What follows belongs to an exercise in optimizing a design on an open flow for small area; a production flow would make more cautious choices.
In this exercise RTL edits were held to simulation tests only and were not proved equivalent to the original.
Power figures rest on the tool's default switching activity, not on a simulated workload.

==> module ahb_slave_top, before the edit <==
module ahb_slave_top (
	input wire Hclk,
	input wire Hresetn,
	input wire [1:0] Htrans,
	input wire [2:0] Hsize,
	input wire Hreadyin,
	input wire [32-1:0] Hwdata,
	input wire [32-1:0] Haddr,
	input wire Hwrite,
	input wire Hreadyout_in,
	output logic [1:0] Hresp,
	output logic Hreadyout,
	output logic [4-1:0] Pselx_out,
	output logic valid,
	output logic [32-1:0] config_reg_data
);
	function automatic logic maj(input logic x, input logic y, input logic z);
		maj = (x & y) | (x & z) | (y & z);
	endfunction
	function automatic logic ge32(input logic [31:0] a, input logic [31:0] nb);
		logic c;
		c = 1'b1;
		for (int i = 0; i < 32; i++)
			c = maj(a[i], nb[i], c);   
		ge32 = c;
	endfunction
	function automatic logic lt_sum(input logic [31:0] a, input logic [31:0] nb,
		input logic [31:0] ns);
		logic [31:0] x;   
		logic [32:0] y;   
		logic c;          
		y[0] = 1'b1;
		for (int i = 0; i < 32; i++)
		begin
			x[i] = nb[i] ^ ns[i] ^ a[i];
			y[i+1] = maj(nb[i], ns[i], a[i]);
		end
		c = 1'b1;
		for (int i = 0; i < 32; i++)
			c = maj(x[i], y[i], c);
		lt_sum = !(c & y[32]);
	endfunction
	logic act;         
	logic cfg_hit;     
	logic bad_size;    
	logic misal;       
	logic seq_err;     
	logic [3:0] a4;
	assign act = Htrans[1];
	assign a4 = Haddr[3:0];
	assign cfg_hit = ~|Haddr[31:4] & (~Haddr[3] | ~|Haddr[2:0]);
	assign bad_size = Hsize[2] | (Hsize[1] & Hsize[0]);
	assign misal = ~cfg_hit & ((Hsize == 3'd1 & Haddr[0]) | (Hsize == 3'd2 & |Haddr[1:0]));
	logic acc;         
	logic cwa;         
	logic x_idle;      
	logic [8:1] x_sel;   
	logic [2:0] x_size;
	logic x_write;
	logic x_err;       
	assign seq_err = (Htrans == ahb_slave_pkg::SEQ) &&
		(x_idle || (Hsize != x_size) || (Hwrite != x_write));
	always_ff @(posedge Hclk or negedge Hresetn)
	begin
		if (!Hresetn)
		begin
			acc <= 1'b0;
			cwa <= 1'b0;
			x_idle <= 1'b1;
			x_sel <= '0;
		end
		else
		begin
			acc <= Hreadyin && act;
			cwa <= Hreadyin && act && Hwrite && cfg_hit;
			if (Hreadyin)
			begin
				x_idle <= (Htrans == ahb_slave_pkg::IDLE);
				for (int j = 1; j <= 8; j++)
					x_sel[j] <= act && cfg_hit && (a4 == 4'(j));
			end
		end
	end
	always_ff @(posedge Hclk)
	begin
		if (Hreadyin)
		begin
			x_size <= Hsize;
			x_write <= Hwrite;
			x_err <= bad_size || misal || seq_err;
		end
	end
	logic sec_q;
	logic active_d;
	logic first;
	logic resp_active;
	assign first = !sec_q && acc && !active_d && x_err;
	assign resp_active = first || sec_q;
	always_ff @(posedge Hclk or negedge Hresetn)
	begin
		if (!Hresetn)
		begin
			sec_q <= 1'b0;
			active_d <= 1'b0;
		end
		else
		begin
			sec_q <= first;
			active_d <= resp_active;
		end
	end
	assign Hresp = resp_active ? ahb_slave_pkg::ERROR : ahb_slave_pkg::OKAY;
	assign Hreadyout = !first && (sec_q || cwa || Hreadyout_in);
	logic [31:0] nbase [4];
	logic [31:0] nsize [4];
	logic [31:0] rd_mux;
	localparam logic [31:0] RST_BASE0 = 'h8000_0000;
	localparam logic [31:0] RST_BASE1 = 'h8400_0000;
	localparam logic [31:0] RST_BASE2 = 'h8800_0000;
	localparam logic [31:0] RST_BASE3 = 'h8C00_0000;
	localparam logic [127:0] RST_BASE = {RST_BASE3, RST_BASE2, RST_BASE1, RST_BASE0};
	localparam logic [31:0] RST_SIZE = 'h0000_03FF;
	genvar k;
	generate
		for (k = 0; k < 4; k++)
		begin : g_win
			always_ff @(posedge Hclk or negedge Hresetn)
			begin
				if (!Hresetn)
				begin
					nbase[k] <= ~RST_BASE[32*k +: 32];
					nsize[k] <= ~RST_SIZE;
				end
				else if (cwa)
				begin
					if (x_sel[2*k+1])
						nbase[k] <= ~Hwdata;
					if (x_sel[2*k+2])
						nsize[k] <= ~Hwdata;
				end
			end
			assign Pselx_out[k] = ge32(Haddr, nbase[k]) && lt_sum(Haddr, nbase[k], nsize[k]);
		end
	endgenerate
	always_comb
	begin
		rd_mux = '0;
		for (int j = 0; j < 4; j++)
			rd_mux = rd_mux | ({32{x_sel[2*j+1] && !x_write}} & ~nbase[j]) |
				({32{x_sel[2*j+2] && !x_write}} & ~nsize[j]);
	end
	assign config_reg_data = rd_mux;
	assign valid = Hreadyin && act && !resp_active && !(cfg_hit && Hwrite);
endmodule
Settings: LEC_CHECK=0, CAP_MARGIN=20, CORE_MARGIN=2, CORE_UTILIZATION=75, CTS_BUF_LIST=sky130_fd_sc_hd__clkbuf_8, CTS_CLUSTER_DIAMETER=60, CTS_CLUSTER_SIZE=16, SLEW_MARGIN=20; clock period 10.0 ns.
standard.sh (not shown) runs the stock make flow with config.mk's settings and CLKGATE_MAP_FILE= SYNTH_SCRIPT=/design/flow/synth_recipe.tcl, a recipe that flattens the netlist after the stock synthesis.
==> flow/flow/run.sh <==
#!/bin/bash
# The standard layout, with plain buf_1 cells as the port buffers
# (buffer_ports otherwise picks a clock delay buffer for every port).
set -euo pipefail
export BUFFER_PORTS_ARGS="-buffer_cell sky130_fd_sc_hd__buf_1"
bash standard.sh > standard.log 2>&1
The baseline went through all stages and came out clean.
==> next run, changes <==
--- a/flow/design.v
+++ b/flow/design.v
@@ -88,12 +88,13 @@
 	assign misal = ~cfg_hit & ((Hsize == 3'd1 & Haddr[0]) | (Hsize == 3'd2 & |Haddr[1:0]));
 	logic acc;         
 	logic cwa;         
 	logic x_idle;      
-	logic [8:1] x_sel;   
+	logic [8:1] x_rsel;   
 	logic [2:0] x_size;
 	logic x_write;
 	logic x_err;       
+	logic [3:0] x_idx;   
 	assign seq_err = (Htrans == ahb_slave_pkg::SEQ) &&
 		(x_idle || (Hsize != x_size) || (Hwrite != x_write));
 	always_ff @(posedge Hclk or negedge Hresetn)
 	begin
@@ -101,9 +102,9 @@
 		begin
 			acc <= 1'b0;
 			cwa <= 1'b0;
 			x_idle <= 1'b1;
-			x_sel <= '0;
+			x_rsel <= '0;
 		end
 		else
 		begin
 			acc <= Hreadyin && act;
@@ -111,9 +112,9 @@
 			if (Hreadyin)
 			begin
 				x_idle <= (Htrans == ahb_slave_pkg::IDLE);
 				for (int j = 1; j <= 8; j++)
-					x_sel[j] <= act && cfg_hit && (a4 == 4'(j));
+					x_rsel[j] <= act && cfg_hit && !Hwrite && (a4 == 4'(j));
 			end
 		end
 	end
 	always_ff @(posedge Hclk)
@@ -122,8 +123,9 @@
 		begin
 			x_size <= Hsize;
 			x_write <= Hwrite;
 			x_err <= bad_size || misal || seq_err;
+			x_idx <= a4;
 		end
 	end
 	logic sec_q;
 	logic active_d;
@@ -167,11 +169,11 @@
 					nsize[k] <= ~RST_SIZE;
 				end
 				else if (cwa)
 				begin
-					if (x_sel[2*k+1])
+					if (x_idx == 4'(2*k+1))
 						nbase[k] <= ~Hwdata;
-					if (x_sel[2*k+2])
+					if (x_idx == 4'(2*k+2))
 						nsize[k] <= ~Hwdata;
 				end
 			end
 			assign Pselx_out[k] = ge32(Haddr, nbase[k]) && lt_sum(Haddr, nbase[k], nsize[k]);
@@ -180,10 +182,9 @@
 	always_comb
 	begin
 		rd_mux = '0;
 		for (int j = 0; j < 4; j++)
-			rd_mux = rd_mux | ({32{x_sel[2*j+1] && !x_write}} & ~nbase[j]) |
-				({32{x_sel[2*j+2] && !x_write}} & ~nsize[j]);
+			rd_mux = rd_mux | ({32{x_rsel[2*j+1]}} & ~nbase[j]) | ({32{x_rsel[2*j+2]}} & ~nsize[j]);
 	end
 	assign config_reg_data = rd_mux;
 	assign valid = Hreadyin && act && !resp_active && !(cfg_hit && Hwrite);
 endmodule
Non-clock buffer count rose by 1.
Wire length rose by a few percent.
Synthesized area rose slightly.
Sequential share of layout area rose by 0.30 points.
Clock skew rose by 0.012 ns.
Clock-buffer cell count fell by 3.
Worst hold slack loses 0.018 ns.
Global-route usage rose by 1.1 points.
Critical path depth fell by 2.
Power fell by a few percent.
First-iteration DRC count fell slightly.
Final area rose slightly.
Clock power fell by roughly a tenth.
Setup slack gains 0.36 ns.

-- port drivers added, routing unchanged --
The results above use ideal ports. As a check the final layouts listed here were re-extracted and re-timed, cells and wires unchanged.
Step 1 sets driving cells, clkbuf_16 on the clock port and buf_2 on the other inputs (assumed; they add their load-dependent delay and slew).
Step 2 moves the port delays by t, midway between the first and last clock arrival at a register: inputs arrive t later, outputs are due t later. That takes back most of the time a late clock gives input paths.
a / b / c = ideal / step 1 / step 2; a / b = the first two.
run | t, ns | setup slack, ns | slew at the worst register clock pin (ns)
the first run | 0.625 | 2.230 / 2.201 / 2.201 | 0.11 / 0.11
the second run | 0.647 | 2.592 / 2.545 / 2.545 | 0.11 / 0.11
After both steps setup and hold are still met in every run listed. The setup slack of the second run, which loses most, moves by -0.047 ns with the drivers and by -0.047 ns with both steps.
